This design comes from an exercise in tuning for small area, a short achievable clock period and few clock cycles on the open sky130 flow, not from production work.
Power is estimated from default activity; no workload was simulated.

Setup of v20:
==> flow/design.v <==
`default_nettype none
package tsp_pkg;
	localparam logic [7:0] char_cr = 8'h0d;
	localparam logic [7:0] char_lf = 8'h0a;
	localparam logic [7:0] char_zero = 8'h30;
	localparam logic [7:0] char_nine = 8'h39;
	localparam logic [7:0] char_d = 8'h44;
	localparam logic [7:0] char_n = 8'h4e;
	localparam logic [7:0] char_e = 8'h45;
	localparam logic [7:0] char_o = 8'h4f;
	typedef enum logic [1:0] {
		ps_prolog      = 2'd0,
		ps_coordinates = 2'd1,
		ps_busy        = 2'd2
	} parse_state_t;
	localparam int coord_bits_default = 16;
	localparam int node_addr_bits_default = 4;
endpackage
`default_nettype wire
`timescale 1ns/10ps
`default_nettype none
module tsp_top #(
	parameter int coord_bits = tsp_pkg::coord_bits_default,
	parameter int node_addr_bits = tsp_pkg::node_addr_bits_default
) (
	input  wire                                clk,
	input  wire                                rst,
	input  wire  [7:0]                         specdata,
	input  wire                                has_specdata,
	output logic                               ready_to_read,
	output logic [coord_bits+node_addr_bits:0] tour_length,
	output logic                               tour_valid
);
	localparam int len_bits = coord_bits + node_addr_bits + 1;
	localparam logic [2:0] st_hdr_start = 3'd0;  
	localparam logic [2:0] st_hdr_n     = 3'd1;  
	localparam logic [2:0] st_hdr_skip  = 3'd2;  
	localparam logic [2:0] st_hdr_no    = 3'd3;  
	localparam logic [2:0] st_coord     = 3'd4;  
	localparam logic [2:0] st_eof       = 3'd5;  
	logic take;
	logic b_v;          
	logic b_digit;
	logic b_cr;
	logic b_n;
	logic b_o;
	logic b_e;
	logic [3:0] b_d;
	assign take = has_specdata & ready_to_read;
	always_ff @(posedge clk) begin
		if (rst) begin
			ready_to_read <= 1'b0;
			b_v <= 1'b0;
		end else begin
			ready_to_read <= 1'b1;
			b_v <= take && specdata != tsp_pkg::char_lf;
		end
	end
	always_ff @(posedge clk) begin
		b_digit <= (specdata >= tsp_pkg::char_zero) && (specdata <= tsp_pkg::char_nine);
		b_cr <= specdata == tsp_pkg::char_cr;
		b_n <= specdata == tsp_pkg::char_n;
		b_o <= specdata == tsp_pkg::char_o;
		b_e <= specdata == tsp_pkg::char_e;
		b_d <= specdata[3:0];
	end
	logic [2:0] state;
	logic in_num;
	logic [1:0] field_cnt;
	logic first;
	logic close_x;
	logic close_y;
	logic [coord_bits-1:0] acc;
	logic [coord_bits-1:0] pa;
	logic [coord_bits-1:0] pb;
	logic [coord_bits-1:0] fa;
	logic [coord_bits-1:0] fb;
	logic digit;
	logic field_close;
	logic data_leg;
	logic leg;
	logic eof_cr;
	logic in_num_next;
	logic [coord_bits:0] diff;
	assign digit = b_v && b_digit && state == st_coord;
	assign field_close = b_v && !b_digit && in_num;
	assign data_leg = state == st_coord && field_close && field_cnt != 2'd0;
	assign leg = data_leg || close_x || close_y;
	assign eof_cr = state == st_eof && b_v && b_cr;
	assign in_num_next = b_v ? digit : in_num;
	always_ff @(posedge clk) begin
		if (rst) begin
			state <= st_hdr_start;
			in_num <= 1'b0;
			field_cnt <= '0;
			first <= 1'b1;
			close_x <= 1'b0;
			close_y <= 1'b0;
		end else begin
			in_num <= in_num_next;
			close_x <= eof_cr;
			close_y <= close_x;
			if (close_y)
				first <= 1'b1;
			else if (data_leg && field_cnt == 2'd2)
				first <= 1'b0;
			if (b_v) begin
				if (field_close)
					field_cnt <= field_cnt + 2'd1;
				if (b_cr)
					field_cnt <= '0;
				case (state)
					st_hdr_start:
						if (b_cr)
							state <= st_hdr_start;
						else if (b_n)
							state <= st_hdr_n;
						else
							state <= st_hdr_skip;
					st_hdr_n:
						if (b_cr)
							state <= st_hdr_start;
						else if (b_o)
							state <= st_hdr_no;
						else
							state <= st_hdr_skip;
					st_hdr_skip:
						if (b_cr)
							state <= st_hdr_start;
					st_hdr_no:
						if (b_cr)
							state <= st_coord;
					st_coord:
						if (b_e)
							state <= st_eof;
					default:
						if (b_cr)
							state <= st_hdr_start;
				endcase
			end
		end
	end
	always_ff @(posedge clk) begin
		if (digit)
			acc <= acc * coord_bits'(10) + coord_bits'(b_d);
		else if (!in_num_next)
			acc <= (eof_cr || close_x) ? fa : '0;
		if (leg) begin
			pa <= pb;
			pb <= acc;
		end
		if (first && data_leg)
			fb <= acc;
		if ((first && data_leg) || eof_cr)
			fa <= fb;
	end
	assign diff = {1'b0, acc} - {1'b0, pa};
	logic [coord_bits-1:0] mag;
	logic neg;
	logic leg_q;
	logic zero_q;
	logic close_q;
	logic [len_bits-1:0] total;
	always_ff @(posedge clk) begin
		if (rst) begin
			leg_q <= 1'b0;
			close_q <= 1'b0;
			tour_valid <= 1'b0;
		end else begin
			leg_q <= leg;
			close_q <= close_y;
			tour_valid <= close_q;
		end
	end
	always_ff @(posedge clk) begin
		mag <= diff[coord_bits-1:0] ^ {coord_bits{diff[coord_bits]}};
		neg <= diff[coord_bits];
		zero_q <= first && data_leg;
	end
	always_ff @(posedge clk) begin
		if (leg_q) begin
			if (zero_q)
				total <= '0;
			else
				total <= total + len_bits'(mag) + len_bits'(neg);
		end
	end
	assign tour_length = total;
endmodule
`default_nettype wire
Settings: LEC_CHECK=0, CAP_MARGIN=20, CORE_MARGIN=2, CORE_UTILIZATION=40, SETUP_SLACK_MARGIN=3.0, SLEW_MARGIN=20; clock period 5.0 ns.
run.sh (not shown) runs the stock make flow with config.mk's settings and CLKGATE_MAP_FILE= SYNTH_SCRIPT=/design/flow/synth_recipe.tcl, a recipe that flattens the netlist after the stock synthesis.
Edits applied to the flow inputs when going from v20 to v49:
- a deleted SETUP_SLACK_MARGIN that had been 3.0
==> comparison <==
NOTE: headroom to the max-slew limit in v49 exceeds that of v20. STATUS via count: v49 wins against v20. v49 vs v20 on critical path arrival: v49 is the higher one. v49 vs v20: number of buffers inserted to repair setup after CTS down. v49 -> v20: flip-flop and latch count delta 0, exact match. Taking v49 as 1.0, v20 lands at 1.11 on overall routed net length. In v49, share of the cycle needed by the critical path after routing is higher than in v20.
#### Input delta (v40 over v49)
- SETUP_SLACK_MARGIN: unset -> 3.0
- ABC_CLOCK_PERIOD_IN_PS: unset -> 1500
Results
No stage failed in v40, and the final checks on the layout all came back clean.
Relative to v49, v40 improves setup slack.
Going from v49 to v40, the final cell area excluding filler cells was found to have gone up by about 12%.
H-tree depth reported by CTS: v49 vs v40 identical
Non-clock buffer count sits higher in v40 than in v49.
Detailed route, v40 vs v49: via total higher for v40
From v49 to v40, count of antenna diodes in the layout did not move at all.
The run showing the smaller transition time at the pin with the least slew margin is v49.
In v40 the wire length per cell after detailed routing turned out about 5% higher than in v49.
Wire length on met1 in v40 is 530 um above v49.
On sequential standard cell area, v40 tracks v49 almost exactly.
Between v49 and v40, the logic gate share of total power figures differ only marginally.
> inputs changed (v40 -> v36)
- CTS_BUF_LIST now sky130_fd_sc_hd__clkbuf_4 sky130_fd_sc_hd__clkbuf_8, previously not set
- SETUP_SLACK_MARGIN no longer set, was 3.0
Findings:
- v40 → v36: post-route minimum period now larger, post-route standard cell area excluding fillers now smaller, final wirelength now smaller, violation count after the first detailed-routing iteration now smaller.
Function was not checked in any run of this note: the RTL went through the layout flow alone.

what the ideal ports hide:
The results above use ideal ports. As a check the final layouts listed here were re-extracted and re-timed, cells and wires unchanged. Step 1 (the two cells are an assumption about what drives the block):
set clk [get_ports {clk}]
set_driving_cell -lib_cell sky130_fd_sc_hd__clkbuf_16 $clk
set_driving_cell -lib_cell sky130_fd_sc_hd__buf_2 [delete_from_list [all_inputs] $clk]
Step 2 adds t to the input delays and takes it off the output delays; t is the mean of the earliest and latest rising clock arrival at the registers after step 1. Input paths then give back, and output paths get back, about the clock's delay inside the block. Three values: no drivers, after step 1, after step 2; two values: the first two.
| run | t (ns) | setup WS [ns] | hold slack, ns | worst register clock-pin slew, ns |
|---|---|---|---|---|
| v20 | 0.455 | 1.938 / 1.938 / 1.938 | 0.418 / 0.418 / 0.418 | 0.07 / 0.07 |
| v49 | 0.450 | 1.497 / 1.497 / 1.497 | 0.413 / 0.413 / 0.413 | 0.06 / 0.06 |
| v40 | 0.455 | 1.938 / 1.938 / 1.938 | 0.418 / 0.418 / 0.418 | 0.07 / 0.07 |
| v36 | 0.467 | 1.497 / 1.497 / 1.497 | 0.413 / 0.413 / 0.413 | 0.09 / 0.09 |
After both steps setup and hold are still met in every run listed.
